What follows belongs to an exercise in optimizing a design on an open flow for small area; a production flow would make more cautious choices. In this exercise RTL edits were held to simulation tests only and were not proved equivalent to the original. Power figures rest on the tool's default switching activity, not on a simulated workload.

$ cat flow/design.v
package branch_predictor_pkg;
    typedef enum logic [1:0] {
        BR_NONE = 2'd0,
        BR_EQ   = 2'd1,
        BR_NE   = 2'd2,
        BR_JUMP = 2'd3
    } branch_op_e;
    typedef enum logic [1:0] {
        CNT_SNT = 2'd0,
        CNT_WNT = 2'd1,
        CNT_WT  = 2'd2,
        CNT_ST  = 2'd3
    } cnt_state_e;
endpackage
module sat_counter2
(
    input  logic [1:0] cnt,
    input  logic       up,
    output logic [1:0] next_cnt
);
    always_comb begin
        next_cnt = cnt;
        if (up) begin
            if (cnt != branch_predictor_pkg::CNT_ST) begin
                next_cnt = cnt + 2'd1;
            end
        end else begin
            if (cnt != branch_predictor_pkg::CNT_SNT) begin
                next_cnt = cnt - 2'd1;
            end
        end
    end
endmodule
module bp_hold
#(
    parameter int W = 1
) (
    input  logic         we,
    input  logic         wn,
    input  logic [W-1:0] d,
    input  logic [W-1:0] q,
    output logic [W-1:0] y
);
    assign y = ({W{we}} & d) | ({W{wn}} & q);
endmodule
module bp_aoi222
(
    input  logic [2:0] s,
    input  logic [2:0] d,
    output logic       y_n
);
    assign y_n = ~|(s & d);
endmodule
module bp_rd16
(
    input  logic [15:0] sel,
    input  logic [15:0] d,
    output logic        y
);
    logic [5:0] g_n;
    for (genvar k = 0; k < 5; k++) begin : g_grp
        bp_aoi222 u_grp (.s(sel[3*k+2:3*k]), .d(d[3*k+2:3*k]), .y_n(g_n[k]));
    end
    assign g_n[5] = ~(sel[15] & d[15]);
    assign y = ~&g_n;
endmodule
module branch_predictor
#(
    parameter int IDX_BITS = 4,
    parameter int ADDR_W   = 32,
    parameter int CNT_W    = 16
) (
    input  logic              clk,
    input  logic              rst,
    input  logic [ADDR_W-1:0] f_pc,
    output logic              pred_taken,
    output logic [ADDR_W-1:0] pred_target,
    input  logic              r_valid,
    input  logic [ADDR_W-1:0] r_pc,
    input  logic [1:0]        r_branchop,
    input  logic              r_taken,
    input  logic [ADDR_W-1:0] r_target,
    input  logic              r_pred_taken,
    input  logic [ADDR_W-1:0] r_pred_target,
    output logic              mispredict,
    output logic [ADDR_W-1:0] redirect_pc,
    output logic [CNT_W-1:0]  branch_cnt,
    output logic [CNT_W-1:0]  miss_cnt
);
    localparam int ENTRIES = 1 << IDX_BITS;
    localparam int TAG_W   = ADDR_W - IDX_BITS - 2;
    localparam int ROW_W   = TAG_W + ADDR_W;    
    logic [ENTRIES-1:0] valid_q;
    logic [ROW_W-1:0]   row_q    [ENTRIES];     
    logic [1:0]         cnt_q    [ENTRIES];
    logic [ROW_W-1:0]   row_d    [ENTRIES];
    logic [1:0]         cnt_d    [ENTRIES];
    logic [ENTRIES-1:0] f_sel, r_sel;
    logic [TAG_W-1:0]   f_tag, r_tag;
    logic [ROW_W-1:0]   f_row_rd;
    logic [TAG_W-1:0]   r_tag_rd;
    logic [1:0]         r_cnt_rd;
    logic               f_vld_rd, f_cnt1_rd, r_vld_rd;
    logic               f_hit, r_hit;
    logic               is_branch;
    logic               resolve_ev;
    logic               miss_cond;
    logic [1:0]         cnt_next;
    logic [1:0]         cnt_wdata;
    logic               wr_tt, wr_cnt, wr_clr;
    logic [ENTRIES-1:0] we_tt, we_cnt;
    always_comb begin
        for (int i = 0; i < ENTRIES; i++) begin
            f_sel[i] = (f_pc[IDX_BITS+1:2] == IDX_BITS'(i));
            r_sel[i] = (r_pc[IDX_BITS+1:2] == IDX_BITS'(i));
        end
        f_tag = f_pc[ADDR_W-1:IDX_BITS+2];
        r_tag = r_pc[ADDR_W-1:IDX_BITS+2];
    end
    logic [ENTRIES-1:0] f_col_row [ROW_W];
    logic [ENTRIES-1:0] r_col_tag [TAG_W];
    logic [ENTRIES-1:0] col_cnt0, col_cnt1;
    always_comb begin
        for (int b = 0; b < ROW_W; b++) begin
            for (int i = 0; i < ENTRIES; i++) f_col_row[b][i] = row_q[i][b];
        end
        for (int b = 0; b < TAG_W; b++) begin
            for (int i = 0; i < ENTRIES; i++) r_col_tag[b][i] = row_q[i][ADDR_W+b];
        end
        for (int i = 0; i < ENTRIES; i++) begin
            col_cnt0[i] = cnt_q[i][0];
            col_cnt1[i] = cnt_q[i][1];
        end
    end
    for (genvar b = 0; b < ROW_W; b++) begin : g_frd
        bp_rd16 u_rd (.sel(f_sel), .d(f_col_row[b]), .y(f_row_rd[b]));
    end
    for (genvar b = 0; b < TAG_W; b++) begin : g_rrd
        bp_rd16 u_rd (.sel(r_sel), .d(r_col_tag[b]), .y(r_tag_rd[b]));
    end
    bp_rd16 u_f_vld  (.sel(f_sel), .d(valid_q),  .y(f_vld_rd));
    bp_rd16 u_f_cnt1 (.sel(f_sel), .d(col_cnt1), .y(f_cnt1_rd));
    bp_rd16 u_r_vld  (.sel(r_sel), .d(valid_q),  .y(r_vld_rd));
    bp_rd16 u_r_cnt0 (.sel(r_sel), .d(col_cnt0), .y(r_cnt_rd[0]));
    bp_rd16 u_r_cnt1 (.sel(r_sel), .d(col_cnt1), .y(r_cnt_rd[1]));
    always_comb begin
        f_hit       = f_vld_rd && (f_row_rd[ROW_W-1:ADDR_W] == f_tag);
        pred_taken  = f_hit && f_cnt1_rd;
        pred_target = f_hit ? f_row_rd[ADDR_W-1:0] : f_pc + ADDR_W'(4);
    end
    always_comb begin
        r_hit      = r_vld_rd && (r_tag_rd == r_tag);
        is_branch  = (r_branchop != branch_predictor_pkg::BR_NONE);
        resolve_ev = r_valid && !mispredict;
        if (is_branch) begin
            miss_cond = (r_taken != r_pred_taken) ||
                        (r_taken && (r_target != r_pred_target));
        end else begin
            miss_cond = r_pred_taken;
        end
        wr_tt     = resolve_ev && is_branch && r_taken;
        wr_cnt    = resolve_ev && is_branch && (r_taken || r_hit);
        wr_clr    = resolve_ev && !is_branch && r_hit;
        cnt_wdata = r_hit ? cnt_next :
                    ((r_branchop == branch_predictor_pkg::BR_JUMP) ? branch_predictor_pkg::CNT_ST : branch_predictor_pkg::CNT_WT);
        we_tt     = r_sel & {ENTRIES{wr_tt}};
        we_cnt    = r_sel & {ENTRIES{wr_cnt}};
    end
    sat_counter2 u_sat_counter2 (
        .cnt      (r_cnt_rd),
        .up       (r_taken),
        .next_cnt (cnt_next)
    );
    always_ff @(posedge clk or posedge rst) begin
        if (rst) begin
            mispredict  <= 1'b0;
            redirect_pc <= '0;
            branch_cnt  <= '0;
            miss_cnt    <= '0;
        end else begin
            mispredict <= resolve_ev && miss_cond;
            if (resolve_ev && miss_cond) begin
                redirect_pc <= r_taken ? r_target : r_pc + ADDR_W'(4);
                miss_cnt    <= miss_cnt + CNT_W'(1);
            end
            if (resolve_ev && is_branch) begin
                branch_cnt <= branch_cnt + CNT_W'(1);
            end
        end
    end
    always_ff @(posedge clk or posedge rst) begin
        if (rst) begin
            valid_q <= '0;
        end else begin
            for (int i = 0; i < ENTRIES; i++) begin
                if (r_sel[i] && wr_tt)  valid_q[i] <= 1'b1;
                if (r_sel[i] && wr_clr) valid_q[i] <= 1'b0;
            end
        end
    end
    for (genvar i = 0; i < ENTRIES; i++) begin : g_row
        bp_hold #(.W(ROW_W)) u_row (.we(we_tt[i]), .wn(!we_tt[i]), .d({r_tag, r_target}), .q(row_q[i]), .y(row_d[i]));
        bp_hold #(.W(2))     u_cnt (.we(we_cnt[i]), .wn(!we_cnt[i]), .d(cnt_wdata), .q(cnt_q[i]), .y(cnt_d[i]));
    end
    always_ff @(posedge clk) begin
        for (int i = 0; i < ENTRIES; i++) begin
            row_q[i] <= row_d[i];
            cnt_q[i] <= cnt_d[i];
        end
    end
endmodule
$ cat flow/flow/run.sh
#!/bin/bash
set -euo pipefail
export BUFFER_PORTS_ARGS="-buffer_cell sky130_fd_sc_hd__buf_2"
bash standard.sh > standard.log 2>&1
$ cat flow/standard.sh
#!/bin/bash
# synth_recipe.tcl (not shown) runs the flow's synth.tcl, then flattens the netlist and writes it again
# the make line also repeats each setting of config.mk as NAME=value (left out here)
make -C /OpenROAD-flow-scripts/flow DESIGN_CONFIG=/design/flow/config.mk WORK_HOME=/design/flow/orfs CLKGATE_MAP_FILE= SYNTH_SCRIPT=/design/flow/synth_recipe.tcl "${@:-finish}"
$ cat flow/config.mk
export PLATFORM = sky130hd
export DESIGN_NAME = branch_predictor
export DESIGN_NICKNAME = branch_predictor
export VERILOG_FILES = /design/flow/design.v
export SDC_FILE = /design/flow/constraint.sdc
export NUM_CORES = 4
export LEC_CHECK = 0
export CAP_MARGIN = 20
export CORE_MARGIN = 2
export CORE_UTILIZATION = 40
export CTS_BUF_LIST = sky130_fd_sc_hd__clkbuf_8
export CTS_CLUSTER_DIAMETER = 50
export CTS_CLUSTER_SIZE = 15
export SLEW_MARGIN = 20
export SYNTH_HIERARCHICAL = 1
$ cat flow/constraint.sdc
create_clock -name core_clock -period 7.5 [get_ports {clk}]
set_input_delay 1.5000 -clock core_clock [delete_from_list [all_inputs] [get_ports {clk}]]
set_output_delay 1.5000 -clock core_clock [all_outputs]
set_load 0.01 [all_outputs]
==> results by group, run 1 <==
STA
  • RSZ-0062 raised after global routing: no
  • F_max: approximately 150 MHz
  • Clock Skew: ~0.064 ns
  • Fin. Hold Viols: 0
  • Period minus WS final: between 6 and 7 ns
  • Worst slew margin: 18.9%
  • Crit share post-route: 88.8%
  • Final setup fails: 0
  • Fin. max-slew vios: 0
  • Setup TNS: 0 ns
  • Worst-Margin Slew: 1.21 ns

GRT
  • GRT overflow: 0
  • First-pass GRT wire length: 256000 um
  • Pin count of the biggest net entering global routing: 70
  • Vias in the first global route: approximately 36000
  • Initial antenna violation count: 16
  • Total GRT Usage: 32.1%

Die
  • Die span in y: approximately 330 um
  • Area of the core: 103000 sq um
  • Initial core utilization: about two fifths
  • IO Count: 233
  • Floorplan row count: roughly 120
  • Die area: around 110000 sq um
  • DIE WIDTH: around 330 um

Routing
  • Final wirelength: between 150000 and 200000 um
  • Antenna Violating Nets Remaining: 0
  • Drt pass-1 iters: 14
  • Iter 0 DRT Violations: 8249
  • Vias per cell: 7.16
  • DRC: 0
  • DR vias: 38300
  • Wire length per cell: 33.7 um

Setup path
  • Reg2reg path depth: 6
  • Worst EP required: around 6 ns
  • Worst setup SP type: input port
  • CP Capture Type: output port
  • Max FO, Critical Path: 56
  • Setup CP Type: input port to output port
  • Critical path arrival: 5.16 ns

Pwr
  • Gate power share: 14.1%
  • Clock share of power: about a third
  • Seq pwr share: 53.1%
  • Psw: around 0.004 W
  • Static Leak: between 15 and 20 nW
  • Pwr Density: between 200 and 300 nW/um^2
  • Internal: between 0.009 and 0.01 W
  • Switching share of total power: between 20% and 30%
  • VDD IR max: 0.147 mV

Yosys
  • Share of flip-flops with an asynchronous set or reset: 7.78%
  • Top FF cell, synth: dfxtp_1
  • FF+latch count, synth: about 1000
  • Post-synth EDFFs: 0
  • Syn Nets: approximately 3800
  • Synthesized area: 41700 sq um
  • Avg Inst Size Synth: approximately 11 sq um
  • Distinct cells, synth: 48
  • Seq/Total Area, Yosys: 50.9%
  • Post-Syn Instances: 3635
  • Synth warnings: 18

Cells and area
  • Post-route cell area: 46800 sq um
  • Layout cells sized above 1: 16.1%
  • Nets: approximately 4000
  • Layout area overhead: 12.1%

Clock tree
  • Clock Path Buffers: 3
  • Htree depth: 3
  • Root Buffer Master: clkbuf_8
  • Clk latency of the worst-skew pair: 0.82 ns
  • Clock slew at reported path FFs: roughly 0.08 ns
  • TritonCTS buffer count: 110
  • TritonCTS sink count: 1041
  • Post-CTS Resized: 0
  • # Post-CTS Setup Buffers: 0
  • CTS tree: done
  • Post-CTS Hold Fix Bufs: 0

Status
  • Status: finished clean

Placement
  • DP Area: ~44000 sq um
  • IO buf count: 232
  • Placer Congestion: 0.900
  • Post-DP HPWL: 109000 um

Min path
  • Hold Path Depth: 1
  • Hold Path Class: flip-flop to flip-flop

Run
  • Max_cap viols: 0
[per-layer routing]
layer  part of all wire (%)  GRT usage (%)  vias up
li1                       -              -    15600
met3                     15           9.59      495
met5                  0.021              0        -
met4                    3.9           11.5        6
met2                     40           45.0     3340
met1                     41           46.4    18800
[worst max-delay path, stage by stage]
cell and delay [ns]:
buf_2 0.14, inv_1 0.07, ha_1 0.24, and3_4 0.44
a222oi_1 0.43, and3_1 0.24, nand4_1 0.35, xnor2_1 0.32
nand4_1 0.12, nor4_1 0.26, nand4_1 0.15, buf_4 0.33
mux2_2 0.35, buf_2 0.14
[registers in the layout, indices dropped and copies added (netlist names)]
signal,cells
row_q,928
cnt_q,32
redirect_pc,32
branch_cnt,16
miss_cnt,16
valid_q,16
mispredict,1
[path summary, 6_finish.rpt]
kind | start | end | slack (ns)
min in group asynchronous | rst | miss_cnt[7] | 0.60
max in group asynchronous | rst | valid_q[3] | 5.69
max reg2reg | mispredict | row_q[13][8] | 3.18
min | miss_cnt[15] | miss_cnt[15] | 0.47
max | f_pc[2] | pred_target[31] | 0.84
min reg2reg | miss_cnt[15] | miss_cnt[15] | 0.47
[per-stage QoR]
step | cells | hold WS, ns | util [%] | worst slack (ns) | total power [W]
floorplan | 3635 | 0.438 | - | 0.731 | 0.00819
global placement | 5138 | 0.451 | 42.6 | 1.07 | 0.00898
detailed placement | 5138 | 0.453 | 42.6 | 1.02 | 0.00901
CTS | 5341 | 0.473 | 45.2 | 1.01 | 0.0133
global route | 5346 | 0.484 | 45.2 | 0.711 | 0.0138
finish | 5347 | 0.470 | 45.2 | 0.839 | 0.0134
[modules after synthesis (local to each module, per instance), excerpt]
module / flops+latches / copies in the design
bp_aoi222: 0 / 445
bp_rd16: 0 / 89
branch_predictor: 1041 / 1
sat_counter2: 0 / 1
[area by class of cell]
cell class                 instances  area, sq um
tap                             1380         1730
antenna                            6         15.0
sequential                      1041        21200
inverter                          45          170
clock buffer                     123         1690
fill                            9617        56700
multi-input combinational       2328        18900
timing repair buffer             344         2060
clock inverter                    80          943
[power by group through the flow]
stage                     Sequential [W]  Clock (W)  Combinational (W)
after floorplan                  0.00705          0            0.00114
after global placement           0.00720          0            0.00178
after detailed placement         0.00719          0            0.00182
after CTS                        0.00708    0.00441            0.00182
after global routing             0.00721    0.00462            0.00199
final                            0.00712    0.00439            0.00189
[kinds of logic (layout without fill, tap and decap cells)]
logic type               after synthesis  in the layout  share of synthesized area [%]
other                                  0              6                              0
buffers and inverters                266            592                           4.19
XOR/XNOR                             170            170                           3.57
adder cells (fa/ha/maj)               12             12                          0.354
flip-flops                          1041           1041                           50.9
AND/OR/NAND/NOR                      619            619                           7.67
multiplexers                          44             44                           1.43
AO/OA/AOI/OAI                       1483           1483                           31.9
[cells in the final DEF, fill, tap and decap left out, drive strengths merged, types with 79 or more instances in the layout]
cell type,count
xnor2,91
nand2,193
dfxtp,960
clkbuf,123
and3,112
buf,344
a22o,960
nand4,132
xor2,79
a222oi,445
dfrtp,81
[synthesized netlist by cell type, types with 15 or more instances]
| library cell | number | area share, % |
|---|---|---|
| buf_6 | 67 | 1.8 |
| xnor2_1 | 91 | 1.9 |
| nand3_1 | 35 | 0.42 |
| inv_1 | 45 | 0.40 |
| buf_2 | 101 | 1.2 |
| o21ai_0 | 30 | 0.36 |
| a222oi_1 | 445 | 11 |
| buf_4 | 32 | 0.58 |
| dfrtp_1 | 81 | 4.9 |
| mux2_4 | 27 | 0.97 |
| xor2_1 | 79 | 1.7 |
| clkbuf_1 | 20 | 0.18 |
| nand4_1 | 132 | 2.0 |
| a22o_1 | 960 | 20 |
| a21oi_1 | 36 | 0.43 |
| and3_1 | 112 | 1.7 |
| dfxtp_1 | 960 | 46 |
| nor2_1 | 75 | 0.68 |
| nand2_1 | 193 | 1.7 |
| nor3_1 | 16 | 0.19 |
| nor4_1 | 15 | 0.23 |
==> run 2, diff against run 1 <==
==> flow/flow/run.sh (replaced) <==
#!/bin/bash
set -euo pipefail
export BUFFER_PORTS_ARGS="-buffer_cell sky130_fd_sc_hd__buf_1"
bash standard.sh > standard.log 2>&1
==> results by group, run 2 <==
Status
  • Status: finished clean

Yosys
  • Share of flip-flops with an asynchronous set or reset: 7.78% (unchanged)
  • Post-Syn Instances: 3635 (unchanged)
  • Syn Nets: 3780 (unchanged)
  • Top cells by count, synth: a22o_1, dfxtp_1, a222oi_1, nand2_1, nand4_1
  • FF+latch count, synth: 1041 (unchanged)
  • Post-synth EDFFs: 0 (unchanged)
  • Distinct cells, synth: 48 (unchanged)
  • Avg Inst Size Synth: 11.5 sq um (unchanged)
  • Synth warnings: 18 (unchanged)
  • Top FF cell, synth: dfxtp_1
  • Synthesized area: 41700 sq um (unchanged)
  • Seq/Total Area, Yosys: 50.9% (unchanged)
  • Most area-consuming cells after synthesis: dfxtp_1, a22o_1, a222oi_1
  • Top-area cell type share of the netlist area: 46.1% (unchanged)
  • Post-synth top area cell: dfxtp_1

Clock tree
  • # Post-CTS Setup Buffers: 0 (unchanged)
  • Post-CTS Hold Fix Bufs: 0 (unchanged)
  • Htree depth: 3 (unchanged)
  • Clock Path Buffers: 3 (unchanged)
  • Post-CTS Resized: 0 (unchanged)
  • TritonCTS buffer count: 108 (-1.8%)
  • CTS tree: done
  • TritonCTS sink count: 1041 (unchanged)
  • Root Buffer Master: clkbuf_8
  • Clock slew at reported path FFs: 0.09 ns (about the same)
  • Clk latency of the worst-skew pair: 0.85 ns (+0.03 ns)

Placement
  • IO buf count: 232 (unchanged)
  • DP Area: 44100 sq um (about the same)
  • Placer Congestion: 0.924 (+2.7%)
  • Post-DP HPWL: 110000 um (+1.3%)
  • Inst Count DP: 5170 (+0.62%)

Cells and area
  • Regs by FF count: row_q (928), cnt_q (32), redirect_pc (32)
  • Most flops, register: row_q
  • Most frequent cells in the layout: a22o_1, dfxtp_1, a222oi_1
  • Post-route cell area: 46600 sq um (-0.36%)
  • Layout area overhead: 11.7%
  • FF/Latch Area: 21200 sq um (unchanged)
  • Layout cells sized above 1: 10.9% (-5.2 points)
  • Area of the multi-input gates: 18900 sq um (unchanged)
  • Final non-filler cell total: 5374 (+0.50%)
  • Max reg flops: 928 (unchanged)
  • FILL cells: 9587 (-0.31%)
  • Fin util: 45.0% (-0.16 points)
  • Nets: 4045 (+0.75%)

Routing
  • DR vias: 38400 (+0.28%)
  • Vias per cell: 7.15 (-0.22%)
  • Drt pass-1 iters: 17 (+3)
  • Final wirelength: 182000 um (+1.0%)
  • Antenna Violating Nets Remaining: 0 (unchanged)
  • Wire length per cell: 33.9 um (+0.53%)
  • Iter 0 DRT Violations: 8333 (+1.0%)
  • DRC: 0 (unchanged)

GRT
  • First-pass GRT wire length: 258000 um (+0.87%)
  • Initial antenna violation count: 10 (-6)
  • Pin count of the biggest net entering global routing: 63 (-10%)
  • GRT overflow: 0 (unchanged)
  • Vias in the first global route: 36000 (+1.1%)
  • Total GRT Usage: 32.4% (+0.25 points)

Min path
  • Hold Path Depth: 1 (unchanged)
  • Hold Path Class: flip-flop to flip-flop
  • Hold endpoint: branch_cnt[15]
  • HP Start: branch_cnt[15]

Pwr
  • Pwr Density: 283 nW/um^2 (-1.2%)
  • VDD IR max: 0.154 mV (+4.5%)
  • Static Leak: 18.5 nW (-2.9%)

Die
  • IO Count: 233 (unchanged)
  • Initial core utilization: 40.3% (unchanged)
  • Floorplan row count: 118 (unchanged)
  • Die area: 107000 sq um (unchanged)
  • Area of the core: 103000 sq um (unchanged)
  • Die span in y: 327 um (unchanged)
  • DIE WIDTH: 327 um (unchanged)

STA
  • RSZ-0062 raised after global routing: no
  • Period minus WS final: 6.81 ns (+0.151 ns)
  • Setup TNS: 0 ns (unchanged)
  • Final setup fails: 0 (unchanged)
  • Clock Skew: 0.0720 ns (+0.00798 ns)
  • Fin. max-slew vios: 0 (unchanged)
  • F_max: 147 MHz (-2.2%)
  • Crit share post-route: 90.8% (+2.0 points)
  • Fin. Hold Viols: 0 (unchanged)
  • Worst slew margin: 21.1% (+2.2 points)
  • Worst-Margin Slew: 1.18 ns (-0.0332 ns)

Setup path
  • Critical path arrival: 5.31 ns (+0.15 ns)
  • Worst setup SP type: input port
  • Max FO, Critical Path: 56 (unchanged)
  • CP Capture Type: output port
  • Reg2Reg Setup Slack: 3.34 ns (+0.16 ns)
  • Setup CP Type: input port to output port
  • Reg2reg path depth: 8 (+2)
  • FF-to-FF End: row_q[4][9]
  • Reg2reg start: mispredict
  • Worst EP required: 6.00 ns (about the same)

Run
  • Max_cap viols: 0 (unchanged)
## run 2: changes by cell type in the layout (fill, tap and decap cells not counted), moves of 2 or more
cell        before  now
buf_1            0  230
buf_12           5    9
buf_2          232    1
buf_4          107  135
bufinv_16       15    9
clkbuf_8       123  119
clkinv_2        10   15
clkinv_8         2    4
clkinvlp_4      14    6
diode_2          6    3
inv_1           38   40
inv_6           10   15
## run 2: layer usage
metal	global-route usage [%]	up-vias	routed length [um]	share of wire [%]
li1	-	15700	-	-
met1	44.8	18900	72800	40
met2	45.4	3278	73200	40
met3	12.1	535	28300	15
met4	12.7	14	7670	4.2
met5	0	-	323	0.18
## run 2: how the worst max path moves through the flow
| stage | start | to | slack (ns) |
|---|---|---|---|
| 2_1_floorplan | f_pc[2] | pred_target[2] | 0.73 |
| 5_1_grt | f_pc[5] | pred_target[15] | 0.51 |
| 4_1_cts | f_pc[4] | pred_target[31] | 0.87 |
| 3_3_place_gp | f_pc[4] | pred_target[22] | 1.04 |
| 3_5_place_dp | f_pc[4] | pred_target[31] | 0.88 |
| 6_report | f_pc[4] | pred_target[31] | 0.69 |
## run 2: Yosys stat by module, one instance, submodules excluded, excerpt
module	cells	area (sq um)	copies in the design
branch_predictor	1768	25900	1
sat_counter2	3	26.3	1
bp_rd16	3	16.3	89
bp_aoi222	1	10.0	445
## run 2: logic make-up (layout without fill, tap and decap cells)
| logic type | after synthesis | after routing | synth area share, % |
|---|---|---|---|
| fa+ha+maj | 12 | 12 | 0.354 |
| buf+inv | 266 | 622 | 4.19 |
| flops | 1041 | 1041 | 50.9 |
| other cells | 0 | 3 | 0 |
| xor+xnor | 170 | 170 | 3.57 |
| mux | 44 | 44 | 1.43 |
| simple gates | 619 | 619 | 7.67 |
| compound gates | 1483 | 1483 | 31.9 |
## run 2: cell type report
cell class | count | share of cell area (%)
antenna | 3 | 0.0161
clock buffer | 119 | 3.52
clock inverter | 82 | 1.79
inverter | 45 | 0.365
multi-input combinational | 2328 | 40.6
sequential | 1041 | 45.6
tap | 1380 | 3.71
timing repair buffer | 376 | 4.44
## run 2: critical path, stage by stage
cell	delay, ns
buf_1	0.48
nor2_1	0.17
and2_4	0.42
a222oi_1	0.45
and3_1	0.23
nand4_1	0.32
xnor2_1	0.31
nand4_1	0.12
nor4_1	0.25
nand4_1	0.16
buf_4	0.32
mux2_2	0.35
buf_1	0.13
## run 2: metrics by stage
step	hold slack (ns)	power [W]	setup slack [ns]
floorplan	0.438	0.00819	0.731
global placement	0.451	0.00899	1.04
detailed placement	0.452	0.00902	0.878
CTS	0.476	0.0131	0.870
global route	0.481	0.0136	0.515
finish	0.473	0.0132	0.688
## run 2: power breakdown
part | switching [W] | total (W) | leakage, nW | internal [W]
clock network | 0.00231 | 0.00418 | 1.30 | 0.00187
logic | 0.000985 | 0.00188 | 8.23 | 0.000895
registers | 0.000670 | 0.00713 | 8.95 | 0.00646
total | 0.00396 | 0.0132 | 18.5 | 0.00923
==> run 3, diff against run 2 <==
--- a/flow/config.mk
+++ b/flow/config.mk
@@ -7,7 +7,7 @@
 export LEC_CHECK = 0
 export CAP_MARGIN = 20
 export CORE_MARGIN = 2
-export CORE_UTILIZATION = 40
+export CORE_UTILIZATION = 50
 export CTS_BUF_LIST = sky130_fd_sc_hd__clkbuf_8
 export CTS_CLUSTER_DIAMETER = 50
 export CTS_CLUSTER_SIZE = 15
==> results by group, run 3 <==
Yosys
  • Distinct cells, synth: 48 (unchanged)
  • Syn Nets: 3780 (unchanged)
  • Avg Inst Size Synth: 11.5 sq um (unchanged)
  • Top-area cell type share of the netlist area: 46.1% (unchanged)
  • Share of flip-flops with an asynchronous set or reset: 7.78% (unchanged)
  • Top FF cell, synth: dfxtp_1
  • Seq/Total Area, Yosys: 50.9% (unchanged)
  • Top cells by count, synth: a22o_1, dfxtp_1, a222oi_1, nand2_1, nand4_1
  • Post-synth top area cell: dfxtp_1
  • FF+latch count, synth: 1041 (unchanged)
  • Most area-consuming cells after synthesis: dfxtp_1, a22o_1, a222oi_1
  • Post-synth EDFFs: 0 (unchanged)
  • Synth warnings: 18 (unchanged)
  • Post-Syn Instances: 3635 (unchanged)
  • Synthesized area: 41700 sq um (unchanged)

STA
  • Setup TNS: 0 ns (unchanged)
  • Fin. Hold Viols: 0 (unchanged)
  • RSZ-0062 raised after global routing: no
  • Worst slew margin: 12.2% (-8.9 points)
  • Crit share post-route: 93.1% (+2.3 points)
  • Setup WS post-layout: 0.519 ns (-0.169 ns)
  • Final setup fails: 0 (unchanged)
  • F_max: 143 MHz (-2.4%)
  • Worst-Margin Slew: 1.32 ns (+0.134 ns)
  • Fin. max-slew vios: 0 (unchanged)
  • Clock Skew: 0.0440 ns (-0.0280 ns)
  • Period minus WS final: 6.98 ns (+0.169 ns)

Cells and area
  • Fin util: 56.2% (+11 points)
  • Final non-filler cell total: 5083 (-5.4%)
  • Most frequent cells in the layout: a22o_1, dfxtp_1, a222oi_1
  • Layout area overhead: 11.1%
  • Nets: 4060 (+0.37%)
  • Post-route cell area: 46300 sq um (-0.55%)
  • Max reg flops: 928 (unchanged)
  • Regs by FF count: row_q (928), cnt_q (32), redirect_pc (32)
  • Most flops, register: row_q
  • Layout cells sized above 1: 11.4% (+0.45 points)

GRT
  • GRT overflow: 0 (unchanged)
  • First-pass GRT wire length: 263000 um (+1.9%)
  • Vias in the first global route: 37800 (+5.1%)
  • Total GRT Usage: 41.4% (+9.1 points)
  • Initial antenna violation count: 9 (-1)
  • Pin count of the biggest net entering global routing: 63 (unchanged)

Die
  • Die area: 85700 sq um (-20%)
  • Floorplan row count: 105 (-11%)
  • IO Count: 233 (unchanged)
  • Die span in y: 293 um (-10%)
  • DIE WIDTH: 293 um (-10%)
  • Initial core utilization: 50.6% (+10 points)
  • Area of the core: 82400 sq um (-20%)

Clock tree
  • Post-CTS Resized: 0 (unchanged)
  • Clk latency of the worst-skew pair: 0.79 ns (-0.06 ns)
  • Root Buffer Master: clkbuf_8
  • CTS tree: done
  • Htree depth: 3 (unchanged)
  • TritonCTS sink count: 1041 (unchanged)
  • # Post-CTS Setup Buffers: 0 (unchanged)
  • Clock slew at reported path FFs: 0.08 ns (about the same)
  • TritonCTS buffer count: 110 (+1.9%)
  • Post-CTS Hold Fix Bufs: 0 (unchanged)
  • Clock Path Buffers: 3 (unchanged)

Routing
  • DR vias: 39200 (+2.0%)
  • Drt pass-1 iters: 13 (-4)
  • Final wirelength: 186000 um (+2.0%)
  • DRC: 0 (unchanged)
  • Vias per cell: 7.71 (+7.9%)
  • Iter 0 DRT Violations: 9167 (+10%)
  • Wire length per cell: 36.6 um (+7.8%)
  • Antenna Violating Nets Remaining: 0 (unchanged)

Setup path
  • Setup CP Type: input port to output port
  • Worst EP required: 6.00 ns (about the same)
  • Reg2reg start: mispredict
  • Critical path arrival: 5.48 ns (+0.17 ns)
  • Max FO, Critical Path: 60 (+7.1%)
  • Worst setup path start: f_pc[2]
  • CP Capture Type: output port
  • Worst setup SP type: input port

Pwr
  • Pwr Density: 287 nW/um^2 (+1.4%)
  • Static Leak: 18.5 nW (+0.31%)
  • VDD IR max: 0.187 mV (+21%)

Placement
  • Placer Congestion: 0.959 (+3.7%)
  • Dpl ws: 0.749 ns (-0.129 ns)
  • Inst Count DP: 4873 (-5.7%)
  • DP Area: 43800 sq um (-0.74%)
  • IO buf count: 232 (unchanged)
  • Post-DP HPWL: 111000 um (+0.94%)

Min path
  • HP Start: branch_cnt[15]
  • Hold Path Class: flip-flop to flip-flop

Status
  • Status: finished clean

Run
  • Max_cap viols: 0 (unchanged)
-- run 3: cell counts after synthesis --
Identical to the previous run, type by type.
-- run 3: logic make-up after synthesis --
family | count (synthesis) | synth area share, %
adder cells (fa/ha/maj) | 12 | 0.354
XOR/XNOR | 170 | 3.57
flip-flops | 1041 | 50.9
buffers and inverters | 266 | 4.19
AO/OA/AOI/OAI | 1483 | 31.9
AND/OR/NAND/NOR | 619 | 7.67
multiplexers | 44 | 1.43
-- run 3: cell type report --
class / count / area [sq um]
diodes: 5 / 12.5
clock buffers: 118 / 1620
clock inverters: 87 / 908
fillers: 7012 / 36000
inverters: 45 / 174
multi-input cells: 2328 / 18900
flip-flops and latches: 1041 / 21200
well taps: 1070 / 1340
repair buffers: 389 / 2130
-- run 3: per-layer routing --
layer	routed length (um)	GRT usage, %
met1	70800	56.5
met2	75100	58.1
met3	30500	15.3
met4	9450	18.9
met5	34	0
-- run 3: per-module statistics from Yosys, one instance, submodules excluded, excerpt --
module	cells inside	area, sq um	flip-flops and latches	times used
branch_predictor	1768	25900	1041	1
bp_rd16	3	16.3	0	89
bp_aoi222	1	10.0	0	445
sat_counter2	3	26.3	0	1
-- run 3: path summary, 6_finish.rpt --
path / slack, ns / depth (start not counted) / endpoint
min in group asynchronous: 0.71 / 2 / miss_cnt[4]
max: 0.52 / 14 / pred_target[22]
max in group asynchronous: 5.66 / 3 / valid_q[1]
min reg2reg: 0.48 / 1 / branch_cnt[15]
min: 0.48 / 1 / branch_cnt[15]
max reg2reg: 3.20 / 9 / row_q[8][56]
-- run 3: worst max-delay path, cell delays in order --
cell	delay, ns
buf_1	0.28
inv_1	0.13
ha_1	0.27
and3_4	0.53
a222oi_1	0.45
and3_1	0.22
nand4_1	0.24
xnor2_1	0.40
nand4_1	0.15
nor4_1	0.22
nand4_1	0.13
buf_4	0.36
mux2_2	0.37
buf_1	0.13
-- run 3: metrics by stage --
stage,total power [W],hold slack (ns)
2_1_floorplan,0.00819,0.438
3_3_place_gp,0.00894,0.450
3_5_place_dp,0.00903,0.451
4_1_cts,0.0132,0.478
5_1_grt,0.0137,0.485
6_report,0.0133,0.477
-- run 3: power by group --
group          total, W  internal [W]  switching, W
Sequential      0.00713       0.00646      0.000670
Clock           0.00427       0.00194       0.00233
Combinational   0.00190      0.000904      0.000999
Total            0.0133       0.00931       0.00400
==> run 4, diff against run 3 <==
==> flow/flow/run.sh (replaced) <==
#!/bin/bash
set -euo pipefail
export BUFFER_PORTS_ARGS="-buffer_cell sky130_fd_sc_hd__buf_1"
export CTS_ARGS="-sink_clustering_enable -repair_clock_nets -sink_clustering_size 15 -sink_clustering_max_diameter 50 -buf_list sky130_fd_sc_hd__clkbuf_8 -dont_use_dummy_load"
bash standard.sh > standard.log 2>&1
--- a/flow/config.mk
+++ b/flow/config.mk
@@ -7,7 +7,7 @@
 export LEC_CHECK = 0
 export CAP_MARGIN = 20
 export CORE_MARGIN = 2
-export CORE_UTILIZATION = 50
+export CORE_UTILIZATION = 40
 export CTS_BUF_LIST = sky130_fd_sc_hd__clkbuf_8
 export CTS_CLUSTER_DIAMETER = 50
 export CTS_CLUSTER_SIZE = 15
==> results by group, run 4 <==
Setup path
  • Worst setup SP type: input port
  • Worst EP required: 6.00 ns (about the same)
  • FF-to-FF End: row_q[4][9]
  • CP Capture Type: output port
  • Reg2reg start: mispredict
  • Max FO, Critical Path: 56 (-6.7%)
  • Reg2Reg Setup Slack: 3.30 ns (+0.10 ns)
  • Critical path arrival: 5.31 ns (-0.17 ns)
  • Reg2reg path depth: 8 (-1)
  • Worst setup path start: f_pc[4]
  • Worst Setup EP: pred_target[31]
  • Setup CP Type: input port to output port

Yosys
  • Seq/Total Area, Yosys: 50.9% (unchanged)
  • Post-Syn Instances: 3635 (unchanged)
  • Post-synth EDFFs: 0 (unchanged)
  • Synth warnings: 18 (unchanged)
  • Top FF cell, synth: dfxtp_1
  • Share of flip-flops with an asynchronous set or reset: 7.78% (unchanged)
  • Post-synth top area cell: dfxtp_1
  • Distinct cells, synth: 48 (unchanged)
  • Synthesized area: 41700 sq um (unchanged)
  • Top-area cell type share of the netlist area: 46.1% (unchanged)
  • Avg Inst Size Synth: 11.5 sq um (unchanged)
  • FF+latch count, synth: 1041 (unchanged)
  • Top cells by count, synth: a22o_1, dfxtp_1, a222oi_1, nand2_1, nand4_1
  • Most area-consuming cells after synthesis: dfxtp_1, a22o_1, a222oi_1
  • Syn Nets: 3780 (unchanged)

Placement
  • IO buf count: 232 (unchanged)
  • Dpl ws: 0.878 ns (+0.129 ns)
  • Placer Congestion: 0.924 (-3.6%)
  • Post-DP HPWL: 110000 um (-0.93%)

STA
  • RSZ-0062 raised after global routing: no
  • Worst-Margin Slew: 1.23 ns (-0.0890 ns)
  • Crit share post-route: 90.7% (-2.3 points)
  • Setup WS post-layout: 0.695 ns (+0.176 ns)
  • Clock Skew: 0.0991 ns (+0.0551 ns)
  • Setup TNS: 0 ns (unchanged)
  • Hold WS: 0.470 ns (-0.00677 ns)
  • F_max: 147 MHz (+2.6%)
  • Fin. max-slew vios: 0 (unchanged)
  • Worst slew margin: 18.1% (+5.9 points)
  • Period minus WS final: 6.81 ns (-0.176 ns)
  • Final setup fails: 0 (unchanged)
  • Fin. Hold Viols: 0 (unchanged)

Die
  • Die area: 107000 sq um (+25%)
  • Die span in y: 327 um (+12%)
  • DIE WIDTH: 327 um (+12%)
  • Initial core utilization: 40.3% (-10 points)
  • IO Count: 233 (unchanged)
  • Floorplan row count: 118 (+12%)
  • Area of the core: 103000 sq um (+26%)

Routing
  • Final wirelength: 182000 um (-2.3%)
  • Antenna Violating Nets Remaining: 0 (unchanged)
  • DRC: 0 (unchanged)
  • Drt pass-1 iters: 13 (unchanged)
  • Wire length per cell: 34.4 um (-6.0%)
  • DR vias: 38100 (-2.7%)
  • Vias per cell: 7.22 (-6.4%)
  • Iter 0 DRT Violations: 8288 (-9.6%)

GRT
  • Initial antenna violation count: 10 (+1)
  • First-pass GRT wire length: 257000 um (-2.2%)
  • Met3 Resource Use GR: 11.8% (-3.5 points)
  • Vias in the first global route: 35800 (-5.4%)
  • Total GRT Usage: 32.3% (-9.2 points)
  • Pin count of the biggest net entering global routing: 63 (unchanged)
  • GRT overflow: 0 (unchanged)
  • M1 GR Usage: 44.8% (-12 points)
  • Met2 usage: 45.4% (-13 points)
  • Busiest grt layer: met2

Cells and area
  • Layout area overhead: 9.36%
  • Most frequent cells in the layout: a22o_1, dfxtp_1, a222oi_1
  • Nets: 4045 (-0.37%)
  • Regs by FF count: row_q (928), cnt_q (32), redirect_pc (32)
  • Area of the multi-input gates: 18900 sq um (unchanged)
  • Most flops, register: row_q
  • Layout cells sized above 1: 9.11% (-2.2 points)
  • FILL cells: 9636 (+37%)
  • Max reg flops: 928 (unchanged)
  • FF/Latch Area: 21200 sq um (unchanged)

Clock tree
  • Clk latency of the worst-skew pair: 0.81 ns (+0.02 ns)
  • TritonCTS buffer count: 108 (-1.8%)
  • Root Buffer Master: clkbuf_8
  • Htree depth: 3 (unchanged)
  • Post-CTS Resized: 0 (unchanged)
  • Clock Path Buffers: 3 (unchanged)
  • Post-CTS Hold Fix Bufs: 0 (unchanged)
  • Clock slew at reported path FFs: 0.07 ns (about the same)
  • TritonCTS sink count: 1041 (unchanged)
  • CTS tree: done
  • # Post-CTS Setup Buffers: 0 (unchanged)

Status
  • Status: finished clean

Pwr
  • VDD IR max: 0.143 mV (-24%)
  • Power after layout: 0.0122 W (-8.4%)
  • Static Leak: 18.0 nW (-3.2%)
  • Pwr Density: 267 nW/um^2 (-6.9%)

Min path
  • Hold Path Class: flip-flop to flip-flop

Run
  • Max_cap viols: 0 (unchanged)
## run 4: cell counts after synthesis
Identical to the previous run, type by type.
## run 4: how the worst min path moves through the flow
stage | start | to | slack, ns | cells past startpoint
after floorplan | row_q[0][0] | row_q[0][0] | 0.44 | 1
after global placement | row_q[6][11] | row_q[6][11] | 0.45 | 1
after detailed placement | row_q[12][6] | row_q[12][6] | 0.45 | 1
after CTS | row_q[9][30] | row_q[9][30] | 0.47 | 1
after global routing | row_q[1][30] | row_q[1][30] | 0.48 | 1
final | branch_cnt[15] | branch_cnt[15] | 0.47 | 1
## run 4: layer usage
metal	up-vias	share of wire [%]
li1	15600	-
met1	18800	41
met2	3155	40
met3	539	15
met4	12	4.2
met5	-	0.043
## run 4: power breakdown
part / leakage [nW] / switching, W / internal, W
sequential: 8.95 / 0.000669 / 0.00647
combinational: 8.23 / 0.000985 / 0.000895
clock: 0.777 / 0.00190 / 0.00127
total: 18.0 / 0.00356 / 0.00863
## run 4: per-stage QoR
stage,area (sq um),cells,utilization [%]
finish,45600,5283,44.1
global route,45600,5279,44.1
CTS,45600,5278,44.1
detailed placement,44100,5170,42.6
global placement,44100,5169,42.6
floorplan,41700,3635,-
## run 4: logic make-up (layout without fill, tap and decap cells)
logic type / count (synthesis) / after routing / share of synthesized area [%]
compound gates: 1483 / 1483 / 31.9
flops: 1041 / 1041 / 50.9
simple gates: 619 / 619 / 7.67
buf+inv: 266 / 529 / 4.19
xor+xnor: 170 / 170 / 3.57
mux: 44 / 44 / 1.43
fa+ha+maj: 12 / 12 / 0.354
other cells: 0 / 5 / 0
## run 4: layout make-up
| type | count | area share (%) |
|---|---|---|
| Antenna cell | 5 | 0.0274 |
| Clock buffer | 108 | 3.26 |
| Inverter | 45 | 0.373 |
| Multi-Input combinational cell | 2328 | 41.4 |
| Sequential cell | 1041 | 46.6 |
| Tap cell | 1380 | 3.79 |
| Timing Repair Buffer | 376 | 4.53 |
## run 4: critical path, cell delays in order
cell and delay [ns]:
buf_1 0.49, nor2b_1 0.20, and2_4 0.42, a222oi_1 0.43, and3_1 0.22, nand4_1 0.32
xnor2_1 0.32, nand4_1 0.12, nor4_1 0.25, nand4_1 0.15, buf_4 0.32, mux2_2 0.35
buf_1 0.13
## run 4: per-module statistics from Yosys, one instance, submodules excluded, a selection
module | cells inside | flip-flops and latches
sat_counter2 | 3 | 0
branch_predictor | 1768 | 1041
bp_rd16 | 3 | 0
bp_aoi222 | 1 | 0
==> run 5, diff against run 4 <==
==> flow/flow/run.sh (replaced) <==
#!/bin/bash
set -euo pipefail
export BUFFER_PORTS_ARGS="-buffer_cell sky130_fd_sc_hd__buf_1"
export CTS_ARGS="-sink_clustering_enable -repair_clock_nets -sink_clustering_size 16 -sink_clustering_max_diameter 55 -buf_list sky130_fd_sc_hd__clkbuf_8 -dont_use_dummy_load"
bash standard.sh > standard.log 2>&1
--- a/flow/config.mk
+++ b/flow/config.mk
@@ -9,7 +9,7 @@
 export CORE_MARGIN = 2
 export CORE_UTILIZATION = 40
 export CTS_BUF_LIST = sky130_fd_sc_hd__clkbuf_8
-export CTS_CLUSTER_DIAMETER = 50
-export CTS_CLUSTER_SIZE = 15
+export CTS_CLUSTER_DIAMETER = 55
+export CTS_CLUSTER_SIZE = 16
 export SLEW_MARGIN = 20
 export SYNTH_HIERARCHICAL = 1
==> results by group, run 5 <==
Status
  • Status: finished clean

STA
  • Fin. Hold Viols: 0 (unchanged)
  • Crit share post-route: 91.2% (+0.42 points)
  • F_max: 146 MHz (-0.46%)
  • Clock Skew: 0.128 ns (+0.0284 ns)
  • Worst-Margin Slew: 1.20 ns (-0.0220 ns)
  • RSZ-0062 raised after global routing: no
  • Setup TNS: 0 ns (unchanged)
  • Final setup fails: 0 (unchanged)
  • Worst slew margin: 19.6% (+1.5 points)
  • Period minus WS final: 6.84 ns (+0.0315 ns)
  • Fin. max-slew vios: 0 (unchanged)

Setup path
  • Worst setup path start: f_pc[4]
  • Worst EP required: 6.00 ns (about the same)
  • Reg2reg path depth: 8 (unchanged)
  • Critical path arrival: 5.34 ns (+0.03 ns)
  • Reg2reg start: mispredict
  • Max FO, Critical Path: 56 (unchanged)
  • FF-to-FF End: row_q[4][28]
  • Reg2Reg Setup Slack: 3.33 ns (+0.03 ns)
  • Worst Setup EP: pred_target[22]
  • Worst setup SP type: input port
  • Setup CP Type: input port to output port
  • CP Capture Type: output port

Yosys
  • Distinct cells, synth: 48 (unchanged)
  • Post-Syn Instances: 3635 (unchanged)
  • Share of flip-flops with an asynchronous set or reset: 7.78% (unchanged)
  • Seq/Total Area, Yosys: 50.9% (unchanged)
  • Top-area cell type share of the netlist area: 46.1% (unchanged)
  • Top FF cell, synth: dfxtp_1
  • Synthesized area: 41700 sq um (unchanged)
  • Synth warnings: 18 (unchanged)
  • Avg Inst Size Synth: 11.5 sq um (unchanged)
  • Syn Nets: 3780 (unchanged)
  • Top cells by count, synth: a22o_1, dfxtp_1, a222oi_1, nand2_1, nand4_1
  • Post-synth top area cell: dfxtp_1
  • Post-synth EDFFs: 0 (unchanged)
  • FF+latch count, synth: 1041 (unchanged)
  • Most area-consuming cells after synthesis: dfxtp_1, a22o_1, a222oi_1

Die
  • Area of the core: 103000 sq um (unchanged)
  • IO Count: 233 (unchanged)
  • Initial core utilization: 40.3% (unchanged)
  • Die span in y: 327 um (unchanged)
  • Die area: 107000 sq um (unchanged)
  • DIE WIDTH: 327 um (unchanged)
  • Floorplan row count: 118 (unchanged)

Routing
  • DR vias: 38200 (+0.073%)
  • Final wirelength: 181000 um (about the same)
  • Antenna Violating Nets Remaining: 0 (unchanged)
  • Drt pass-1 iters: 14 (+1)
  • Vias per cell: 7.24 (+0.30%)
  • Met1 Wirelength: 72600 um (-1.2%)
  • Iter 0 DRT Violations: 8106 (-2.2%)
  • DRC: 0 (unchanged)
  • Wire length per cell: 34.4 um (+0.14%)
  • Met3 routed WL: 28200 um (+2.5%)
  • Metal2 WL: 73100 um (+0.52%)
  • Highest routed layer: met5

Clock tree
  • Post-CTS Hold Fix Bufs: 0 (unchanged)
  • TritonCTS buffer count: 99 (-8.3%)
  • Post-CTS Resized: 0 (unchanged)
  • Htree depth: 3 (unchanged)
  • TritonCTS sink count: 1041 (unchanged)
  • # Post-CTS Setup Buffers: 0 (unchanged)
  • CTS tree: done
  • Clock Path Buffers: 3 (unchanged)
  • Root Buffer Master: clkbuf_8
  • Clk latency of the worst-skew pair: 0.81 ns (about the same)
  • Clock slew at reported path FFs: 0.05 ns (-0.02 ns)

Min path
  • Hold Path Class: flip-flop to flip-flop

Cells and area
  • Layout cells sized above 1: 8.90% (-0.21 points)
  • Most flops, register: row_q
  • Max reg flops: 928 (unchanged)
  • Most frequent cells in the layout: a22o_1, dfxtp_1, a222oi_1
  • Final non-filler cell total: 5271 (-0.23%)
  • Regs by FF count: row_q (928), cnt_q (32), redirect_pc (32)
  • Layout area overhead: 9.04%
  • Post-route cell area: 45500 sq um (-0.29%)
  • Nets: 4036 (-0.22%)

Pwr
  • Pwr Density: 265 nW/um^2 (-0.70%)
  • Static Leak: 17.9 nW (-0.36%)
  • VDD IR max: 0.170 mV (+19%)

Placement
  • Inst Count DP: 5170 (unchanged)
  • DP Area: 44100 sq um (unchanged)
  • Placer Congestion: 0.924 (unchanged)
  • IO buf count: 232 (unchanged)
  • Post-DP HPWL: 110000 um (unchanged)

GRT
  • First-pass GRT wire length: 257000 um (-0.13%)
  • Total GRT Usage: 32.2% (-0.040 points)
  • Vias in the first global route: 35700 (-0.24%)
  • GRT overflow: 0 (unchanged)
  • Initial antenna violation count: 11 (+1)
  • Pin count of the biggest net entering global routing: 63 (unchanged)

Run
  • Max_cap viols: 0 (unchanged)
run 5: cell counts after synthesis:
Identical to the previous run, type by type.
run 5: layer usage:
layer | vias up | global-route usage, %
met2 | 3231 | 45.5
li1 | 15600 | -
met5 | - | 0
met1 | 18800 | 44.9
met3 | 549 | 11.8
met4 | 10 | 11.4
run 5: stage by stage:
step	hold slack [ns]	total power (W)	worst slack [ns]	util (%)
2_1_floorplan	0.438	0.00819	0.731	-
3_3_place_gp	0.451	0.00899	1.04	42.6
3_5_place_dp	0.452	0.00902	0.878	42.6
4_1_cts	0.472	0.0120	0.870	43.9
5_1_grt	0.482	0.0125	0.449	43.9
6_report	0.470	0.0121	0.663	43.9
run 5: logic make-up (layout without fill, tap and decap cells):
family / count (synthesis) / after routing / share of synthesized area, %
adder cells (fa/ha/maj): 12 / 12 / 0.354
flip-flops: 1041 / 1041 / 50.9
buffers and inverters: 266 / 520 / 4.19
XOR/XNOR: 170 / 170 / 3.57
AO/OA/AOI/OAI: 1483 / 1483 / 31.9
AND/OR/NAND/NOR: 619 / 619 / 7.67
multiplexers: 44 / 44 / 1.43
other: 0 / 2 / 0
run 5: per-module statistics from Yosys (local to each module, per instance), a selection:
| module | cells inside | area, sq um | times used | flops+latches |
|---|---|---|---|---|
| sat_counter2 | 3 | 26.3 | 1 | 0 |
| bp_rd16 | 3 | 16.3 | 89 | 0 |
| branch_predictor | 1768 | 25900 | 1 | 1041 |
| bp_aoi222 | 1 | 10.0 | 445 | 0 |
run 5: critical path, cell delays in order:
cell and delay [ns]:
buf_1 0.48, nor2b_1 0.20, and2_4 0.42, a222oi_1 0.43
and3_1 0.22, nand4_1 0.34, xnor2_1 0.33, nand4_1 0.12
nor4_1 0.25, nand4_1 0.16, buf_4 0.32, mux2_2 0.35
buf_1 0.13
run 5: layout make-up:
class,count,area (sq um)
sequential,1041,21200
tap,1380,1730
inverter,45,170
fill,9658,58000
timing repair buffer,376,2070
antenna,2,5.00
clock buffer,99,1360
multi-input combinational,2328,18900
run 5: how the worst min path moves through the flow:
stage / from / to / slack, ns / depth (start not counted)
floorplan: row_q[0][0] / row_q[0][0] / 0.44 / 1
global placement: row_q[6][11] / row_q[6][11] / 0.45 / 1
detailed placement: row_q[12][6] / row_q[12][6] / 0.45 / 1
CTS: row_q[12][6] / row_q[12][6] / 0.47 / 1
global route: row_q[1][30] / row_q[1][30] / 0.48 / 1
finish: miss_cnt[15] / miss_cnt[15] / 0.47 / 1
run 5: where the power goes:
part	total, W	switching [W]	internal, W
Clock	0.00306	0.00189	0.00117
Combinational	0.00188	0.000983	0.000895
Sequential	0.00713	0.000668	0.00646
Total	0.0121	0.00354	0.00853
==> run 6, diff against run 5 <==
==> flow/flow/run.sh (replaced) <==
#!/bin/bash
set -euo pipefail
export BUFFER_PORTS_ARGS="-buffer_cell sky130_fd_sc_hd__buf_1"
export CTS_ARGS="-sink_clustering_enable -repair_clock_nets -sink_clustering_size 18 -sink_clustering_max_diameter 60 -buf_list sky130_fd_sc_hd__clkbuf_8 -dont_use_dummy_load"
bash standard.sh > standard.log 2>&1
--- a/flow/config.mk
+++ b/flow/config.mk
@@ -9,7 +9,7 @@
 export CORE_MARGIN = 2
 export CORE_UTILIZATION = 40
 export CTS_BUF_LIST = sky130_fd_sc_hd__clkbuf_8
-export CTS_CLUSTER_DIAMETER = 55
-export CTS_CLUSTER_SIZE = 16
+export CTS_CLUSTER_DIAMETER = 60
+export CTS_CLUSTER_SIZE = 18
 export SLEW_MARGIN = 20
 export SYNTH_HIERARCHICAL = 1
==> results by group, run 6 <==
Cells and area
  • FF/Latch Area: 21200 sq um (unchanged)
  • Nets: 4024 (-0.30%)
  • Area of the multi-input gates: 18900 sq um (unchanged)
  • Regs by FF count: row_q (928), cnt_q (32), redirect_pc (32)
  • Post-route cell area: 45300 sq um (-0.36%)
  • FILL cells: 9674 (+0.17%)
  • Layout area overhead: 8.65%
  • Most flops, register: row_q
  • Layout cells sized above 1: 8.61% (-0.28 points)
  • Max reg flops: 928 (unchanged)
  • Most frequent cells in the layout: a22o_1, dfxtp_1, a222oi_1

Yosys
  • Top FF cell, synth: dfxtp_1
  • Distinct cells, synth: 48 (unchanged)
  • Most area-consuming cells after synthesis: dfxtp_1, a22o_1, a222oi_1
  • Post-Syn Instances: 3635 (unchanged)
  • Syn Nets: 3780 (unchanged)
  • Synth warnings: 18 (unchanged)
  • FF+latch count, synth: 1041 (unchanged)
  • Avg Inst Size Synth: 11.5 sq um (unchanged)
  • Share of flip-flops with an asynchronous set or reset: 7.78% (unchanged)
  • Synthesized area: 41700 sq um (unchanged)
  • Top cells by count, synth: a22o_1, dfxtp_1, a222oi_1, nand2_1, nand4_1
  • Seq/Total Area, Yosys: 50.9% (unchanged)
  • Post-synth top area cell: dfxtp_1
  • Post-synth EDFFs: 0 (unchanged)
  • Top-area cell type share of the netlist area: 46.1% (unchanged)

Clock tree
  • Htree depth: 3 (unchanged)
  • Post-CTS Hold Fix Bufs: 0 (unchanged)
  • Clk latency of the worst-skew pair: 0.78 ns (-0.03 ns)
  • CTS tree: done
  • # Post-CTS Setup Buffers: 0 (unchanged)
  • TritonCTS buffer count: 87 (-12%)
  • Post-CTS Resized: 0 (unchanged)
  • Clock Path Buffers: 3 (unchanged)
  • Root Buffer Master: clkbuf_8
  • Clock slew at reported path FFs: 0.07 ns (+0.02 ns)
  • TritonCTS sink count: 1041 (unchanged)

Pwr
  • Internal: 0.00839 W (-1.6%)
  • Static Leak: 17.8 nW (-0.48%)
  • Psw: 0.00349 W (-1.4%)
  • VDD IR max: 0.116 mV (-32%)
  • Pwr Density: 262 nW/um^2 (-1.2%)
  • Seq pwr share: 60.0% (+0.9 points)
  • Switching share of total power: 29.4% (+0.052 points)
  • Clock share of power: 24.2% (-1.1 points)
  • Gate power share: 15.8% (+0.2 points)

Setup path
  • WP buf/inv: 3 (unchanged)
  • Worst setup SP type: input port
  • Critical path arrival: 5.38 ns (+0.04 ns)
  • Max FO, Critical Path: 56 (unchanged)
  • Slowest CP cell: buf_1
  • Most frequent CP cell: nand4_1
  • Cell count along the critical path: 13 (unchanged)
  • CP peak stage delay: 0.49 ns (about the same)
  • Setup CP Type: input port to output port
  • Reg2reg path depth: 8 (unchanged)
  • Worst EP required: 6.00 ns (about the same)
  • Worst-path cell chain: buf_1, nor2_1, and2_4, a222oi_1, and3_1, nand4_1, xnor2_1, nand4_1, nor4_1, nand4_1, buf_4, mux2_2, buf_1
  • Crit-path leading delay family: simple AND/OR/NAND/NOR gates
  • Reg2Reg Setup Slack: 3.37 ns (+0.04 ns)
  • CP Capture Type: output port

STA
  • Worst-Margin Slew: 1.17 ns (-0.0344 ns)
  • Worst slew margin: 21.9% (+2.3 points)
  • Fin. max-slew vios: 0 (unchanged)
  • Period minus WS final: 6.88 ns (+0.0403 ns)
  • Setup WS post-layout: 0.623 ns (-0.0403 ns)
  • Final setup fails: 0 (unchanged)
  • Clock Skew: 0.110 ns (-0.0171 ns)
  • Fin. Hold Viols: 0 (unchanged)
  • F_max: 145 MHz (-0.59%)
  • Setup TNS: 0 ns (unchanged)
  • Crit share post-route: 91.7% (+0.54 points)
  • RSZ-0062 raised after global routing: no

Routing
  • DR vias: 37900 (-0.68%)
  • Vias per cell: 7.21 (-0.45%)
  • Iter 0 DRT Violations: 8510 (+5.0%)
  • Drt pass-1 iters: 15 (+1)
  • DRC: 0 (unchanged)
  • Wire length per cell: 34.3 um (-0.20%)
  • Final wirelength: 181000 um (-0.42%)
  • Antenna Violating Nets Remaining: 0 (unchanged)

GRT
  • Total GRT Usage: 32.2% (-0.067 points)
  • First-pass GRT wire length: 256000 um (-0.27%)
  • Initial antenna violation count: 4 (-7)
  • GRT overflow: 0 (unchanged)
  • Vias in the first global route: 35600 (-0.35%)
  • Pin count of the biggest net entering global routing: 63 (unchanged)

Min path
  • Hold Path Depth: 1 (unchanged)
  • Hold Path Class: flip-flop to flip-flop

Placement
  • Post-DP HPWL: 110000 um (unchanged)
  • Placer Congestion: 0.924 (unchanged)
  • Dpl ws: 0.878 ns (unchanged)
  • IO buf count: 232 (unchanged)
  • DP Area: 44100 sq um (unchanged)

Die
  • Die area: 107000 sq um (unchanged)
  • Initial core utilization: 40.3% (unchanged)
  • Area of the core: 103000 sq um (unchanged)
  • Die span in y: 327 um (unchanged)
  • DIE WIDTH: 327 um (unchanged)
  • Floorplan row count: 118 (unchanged)
  • IO Count: 233 (unchanged)

Status
  • Status: finished clean

Run
  • Max_cap viols: 0 (unchanged)
==> run 6: Yosys stat by module, one instance, submodules excluded, excerpt <==
module            area (sq um)  flops+latches  copies in the design  cells inside
sat_counter2              26.3              0                     1             3
branch_predictor         25900           1041                     1          1768
bp_aoi222                 10.0              0                   445             1
bp_rd16                   16.3              0                    89             3
==> run 6: cell families (layout without fill, tap and decap cells) <==
group / count (synthesis) / in the layout / synth area share [%]
buf+inv: 266 / 508 / 4.19
other cells: 0 / 2 / 0
xor+xnor: 170 / 170 / 3.57
compound gates: 1483 / 1483 / 31.9
flops: 1041 / 1041 / 50.9
simple gates: 619 / 619 / 7.67
mux: 44 / 44 / 1.43
fa+ha+maj: 12 / 12 / 0.354
==> run 6: worst paths after layout <==
check	endpoint	start
worst min register to register	branch_cnt[15]	branch_cnt[15]
min in group asynchronous	redirect_pc[15]	rst
worst max register to register	row_q[4][18]	mispredict
worst min-delay path	branch_cnt[15]	branch_cnt[15]
worst max-delay path	pred_target[31]	f_pc[4]
max in group asynchronous	branch_cnt[0]	rst
==> run 6: worst register-to-register path, delay by kind of cell (launching register included) <==
family                 cells  cell delay, ns
buffers and inverters      4            2.49
AND/OR/NAND/NOR            3            0.92
flip-flops                 1            0.41
AO/OA/AOI/OAI              1            0.23
==> run 6: power by group through the flow <==
stage | combinational (W) | clock (W) | sequential (W)
after floorplan | 0.00114 | 0 | 0.00705
after global placement | 0.00177 | 0 | 0.00721
after detailed placement | 0.00181 | 0 | 0.00720
after CTS | 0.00182 | 0.00289 | 0.00709
after global routing | 0.00197 | 0.00308 | 0.00722
final | 0.00188 | 0.00288 | 0.00713
==> run 6: metal layers <==
layer / track usage [%] / routed length, um / vias to the layer above / share of wire, %
met5: 0 / 0 / - / 0
met4: 10.7 / 6910 / 0 / 3.8
met3: 11.9 / 28300 / 465 / 16
met2: 45.7 / 73300 / 3202 / 41
met1: 44.8 / 72100 / 18700 / 40
li1: - / - / 15600 / -
==> run 6: stage by stage <==
stage,instances,util [%],total power [W],hold WS [ns]
final,5259,43.8,0.0119,0.471
after global routing,5258,43.8,0.0123,0.485
after CTS,5257,43.8,0.0118,0.475
after detailed placement,5170,42.6,0.00902,0.452
after global placement,5169,42.6,0.00899,0.451
after floorplan,3635,-,0.00819,0.438
==> run 6: final cells by class <==
type	instances	share of cell area (%)
Multi-Input combinational cell	2328	41.7
Clock buffer	87	2.64
Sequential cell	1041	46.9
Antenna cell	2	0.0110
Inverter	45	0.376
Timing Repair Buffer	376	4.56
Tap cell	1380	3.81
==> run 7, diff against run 6 <==
--- a/flow/design.v
+++ b/flow/design.v
@@ -64,6 +64,31 @@
     assign g_n[5] = ~(sel[15] & d[15]);
     assign y = ~&g_n;
 endmodule
+module bp_mux2
+#(
+    parameter int W = 1
+) (
+    input  logic         s,
+    input  logic [W-1:0] a,
+    input  logic [W-1:0] b,
+    output logic [W-1:0] y
+);
+    assign y = s ? a : b;
+endmodule
+module bp_sel3
+#(
+    parameter int W = 1
+) (
+    input  logic         sa,
+    input  logic         sb,
+    input  logic         sc,
+    input  logic [W-1:0] a,
+    input  logic [W-1:0] b,
+    input  logic [W-1:0] c,
+    output logic [W-1:0] y
+);
+    assign y = ({W{sa}} & a) | ({W{sb}} & b) | ({W{sc}} & c);
+endmodule
 module branch_predictor
 #(
     parameter int IDX_BITS = 4,
@@ -102,6 +127,8 @@
     logic [1:0]         r_cnt_rd;
     logic               f_vld_rd, f_cnt1_rd, r_vld_rd;
     logic               f_hit, r_hit;
+    logic [ADDR_W-1:0]  f_pc_inc, r_pc_inc, redirect_d;
+    logic               rd_tgt, rd_inc, rd_hold;
     logic               is_branch;
     logic               resolve_ev;
     logic               miss_cond;
@@ -146,8 +173,9 @@
     always_comb begin
         f_hit       = f_vld_rd && (f_row_rd[ROW_W-1:ADDR_W] == f_tag);
         pred_taken  = f_hit && f_cnt1_rd;
-        pred_target = f_hit ? f_row_rd[ADDR_W-1:0] : f_pc + ADDR_W'(4);
-    end
+        f_pc_inc    = f_pc + ADDR_W'(4);
+    end
+    bp_mux2 #(.W(ADDR_W)) u_pred_target (.s(f_hit), .a(f_row_rd[ADDR_W-1:0]), .b(f_pc_inc), .y(pred_target));
     always_comb begin
         r_hit      = r_vld_rd && (r_tag_rd == r_tag);
         is_branch  = (r_branchop != branch_predictor_pkg::BR_NONE);
@@ -166,6 +194,17 @@
         we_tt     = r_sel & {ENTRIES{wr_tt}};
         we_cnt    = r_sel & {ENTRIES{wr_cnt}};
     end
+    always_comb begin
+        r_pc_inc = r_pc + ADDR_W'(4);
+        rd_tgt   = resolve_ev && miss_cond && r_taken;
+        rd_inc   = resolve_ev && miss_cond && !r_taken;
+        rd_hold  = !(resolve_ev && miss_cond);
+    end
+    bp_sel3 #(.W(ADDR_W)) u_redirect (
+        .sa (rd_tgt), .sb (rd_inc), .sc (rd_hold),
+        .a  (r_target), .b (r_pc_inc), .c (redirect_pc),
+        .y  (redirect_d)
+    );
     sat_counter2 u_sat_counter2 (
         .cnt      (r_cnt_rd),
         .up       (r_taken),
@@ -179,8 +218,8 @@
             miss_cnt    <= '0;
         end else begin
             mispredict <= resolve_ev && miss_cond;
+            redirect_pc <= redirect_d;
             if (resolve_ev && miss_cond) begin
-                redirect_pc <= r_taken ? r_target : r_pc + ADDR_W'(4);
                 miss_cnt    <= miss_cnt + CNT_W'(1);
             end
             if (resolve_ev && is_branch) begin
==> flow/flow/run.sh (replaced) <==
#!/bin/bash
set -euo pipefail
export BUFFER_PORTS_ARGS="-buffer_cell sky130_fd_sc_hd__buf_1"
bash standard.sh > standard.log 2>&1
--- a/flow/config.mk
+++ b/flow/config.mk
@@ -7,9 +7,9 @@
 export LEC_CHECK = 0
 export CAP_MARGIN = 20
 export CORE_MARGIN = 2
-export CORE_UTILIZATION = 40
+export CORE_UTILIZATION = 45
 export CTS_BUF_LIST = sky130_fd_sc_hd__clkbuf_8
-export CTS_CLUSTER_DIAMETER = 60
-export CTS_CLUSTER_SIZE = 18
+export CTS_CLUSTER_DIAMETER = 50
+export CTS_CLUSTER_SIZE = 15
 export SLEW_MARGIN = 20
 export SYNTH_HIERARCHICAL = 1
==> results by group, run 7 <==
Placement
  • Placer Congestion: 0.956 (+3.5%)
  • Dpl ws: 0.473 ns (-0.405 ns)
  • IO buf count: 232 (unchanged)
  • Post-DP HPWL: 113000 um (+2.2%)

Pwr
  • Seq pwr share: 53.4% (-6.6 points)
  • VDD IR max: 0.168 mV (+45%)
  • Gate power share: 13.5% (-2.3 points)
  • Static Leak: 18.8 nW (+5.3%)
  • Internal: 0.00943 W (+12%)
  • Clock share of power: 33.1% (+8.9 points)
  • Psw: 0.00401 W (+15%)

Die
  • Initial core utilization: 45.4% (+5.1 points)
  • IO Count: 233 (unchanged)
  • Die span in y: 308 um (-5.8%)

Yosys
  • Synthesized area: 41500 sq um (-0.38%)
  • Post-Syn Instances: 3558 (-2.1%)
  • Distinct cells, synth: 49 (+2.1%)
  • Seq/Total Area, Yosys: 51.1% (+0.19 points)
  • Share of flip-flops with an asynchronous set or reset: 7.78% (unchanged)
  • Avg Inst Size Synth: 11.7 sq um (+1.8%)
  • FF+latch count, synth: 1041 (unchanged)
  • Syn Nets: 3703 (-2.0%)
  • Top-area cell type share of the netlist area: 46.3% (+0.17 points)

Setup path
  • Setup CP Type: input port to output port
  • Worst EP required: 6.00 ns (about the same)
  • Critical path arrival: 5.73 ns (+0.35 ns)
  • CP Capture Type: output port
  • Worst setup SP type: input port

Clock tree
  • Post-CTS Resized: 0 (unchanged)
  • Clock Path Buffers: 3 (unchanged)
  • # Post-CTS Setup Buffers: 0 (unchanged)
  • Clock slew at reported path FFs: 0.09 ns (+0.02 ns)

STA
  • Clock Skew: 0.0408 ns (-0.0696 ns)
  • Worst slew margin: 17.2% (-4.7 points)
  • RSZ-0062 raised after global routing: no
  • Period minus WS final: 7.23 ns (+0.355 ns)
  • Fin. max-slew vios: 0 (unchanged)

Routing
  • DR vias: 37900 (+0.077%)
  • Vias per cell: 7.36 (+2.2%)
  • Drt pass-1 iters: 14 (-1)
  • Wire length per cell: 35.6 um (+3.8%)

Cells and area
  • Regs by FF count: row_q (928), cnt_q (32), redirect_pc (32)
  • Fin util: 50.9% (+7.1 points)
  • Most frequent cells in the layout: a22o_1, dfxtp_1, a222oi_1

Run
  • Max_cap viols: 0 (unchanged)

GRT
  • GRT overflow: 0 (unchanged)
  • Vias in the first global route: 35100 (-1.2%)
  • Initial antenna violation count: 14 (+10)

Status
  • Status: finished clean
[run 7: cell types whose count changed after synthesis, sizes merged, moves of 15 or more]
cell / before / now
nor2: 76 / 51
o21ai: 33 / 3
nand4: 132 / 115
a222oi: 445 / 477
a21oi: 36 / 14
clkbuf: 20 / 5
nand2: 193 / 168
inv: 45 / 79
[run 7: power groups by stage]
stage          Clock [W]  Sequential (W)  Combinational (W)
5_1_grt          0.00469         0.00726            0.00193
4_1_cts          0.00446         0.00713            0.00177
6_report         0.00445         0.00717            0.00182
2_1_floorplan          0         0.00706            0.00111
3_5_place_dp           0         0.00723            0.00177
3_3_place_gp           0         0.00725            0.00172
[run 7: cell families after synthesis]
| logic type | count (synthesis) | share of synthesized area (%) |
|---|---|---|
| AOI/OAI and AO/OA | 1458 | 32.0 |
| xor gates and xnor gates | 170 | 3.58 |
| adders and majority gates | 12 | 0.355 |
| buffers and inverters | 296 | 4.68 |
| DFF | 1041 | 51.1 |
| muxes | 34 | 1.20 |
| and+or+nand+nor | 547 | 7.02 |
[run 7: cell type report]
class	count	share of cell area, %
clock inverter	85	2.15
timing repair buffer	409	4.91
multi-input combinational	2221	39.8
tap	1186	3.18
sequential	1041	45.6
clock buffer	123	3.63
antenna	8	0.0430
inverter	79	0.642
[run 7: through the flow]
step | hold WS, ns | cell area [sq um]
2_1_floorplan | 0.438 | 41500
3_3_place_gp | 0.450 | 43900
3_5_place_dp | 0.452 | 43900
4_1_cts | 0.477 | 46600
5_1_grt | 0.486 | 46600
6_report | 0.478 | 46600
[run 7: final timing paths]
| path | from | end | slack (ns) | cells past startpoint |
|---|---|---|---|---|
| setup / recovery | f_pc[3] | pred_target[29] | 0.27 | 14 |
| hold / removal | branch_cnt[15] | branch_cnt[15] | 0.48 | 1 |
| setup reg to reg | mispredict | row_q[15][3] | 3.18 | 7 |
| hold reg to reg | branch_cnt[15] | branch_cnt[15] | 0.48 | 1 |
| max in group asynchronous | rst | redirect_pc[25] | 5.61 | 3 |
| min in group asynchronous | rst | miss_cnt[14] | 0.60 | 2 |
[run 7: routing by layer]
layer | up-vias | wire length (um) | global-route usage (%) | part of all wire, %
met5 | - | 134 | 0.465 | 0.073
met4 | 14 | 9340 | 16.3 | 5.1
met3 | 597 | 26900 | 12.6 | 15
met2 | 3220 | 75100 | 53.4 | 41
met1 | 18500 | 72100 | 50.5 | 39
li1 | 15500 | - | - | -
[run 7: critical path: stages]
cell      delay [ns]
buf_1           0.25
inv_1           0.12
ha_1            0.26
and2_2          0.41
buf_4           0.29
a222oi_1        0.30
nand4_1         0.34
xnor2_1         0.33
nand4_1         0.11
or4_1           0.49
nor4_2          0.45
buf_12          0.31
mux2_2          0.37
buf_1           0.13
[run 7: Yosys stat by module (local to each module, per instance), excerpt]
module	flops+latches	times used	area, sq um
bp_aoi222	0	445	10.0
branch_predictor	1041	1	24700
bp_rd16	0	89	16.3
sat_counter2	0	1	26.3

Check on run 7: ideal ports give 0.268 ns setup slack; a clkbuf_16 on the clock port and buf_2 on the inputs give 0.243 ns; moving port delays by the midpoint clock arrival (0.873 ns) as well gives 0.243 ns.
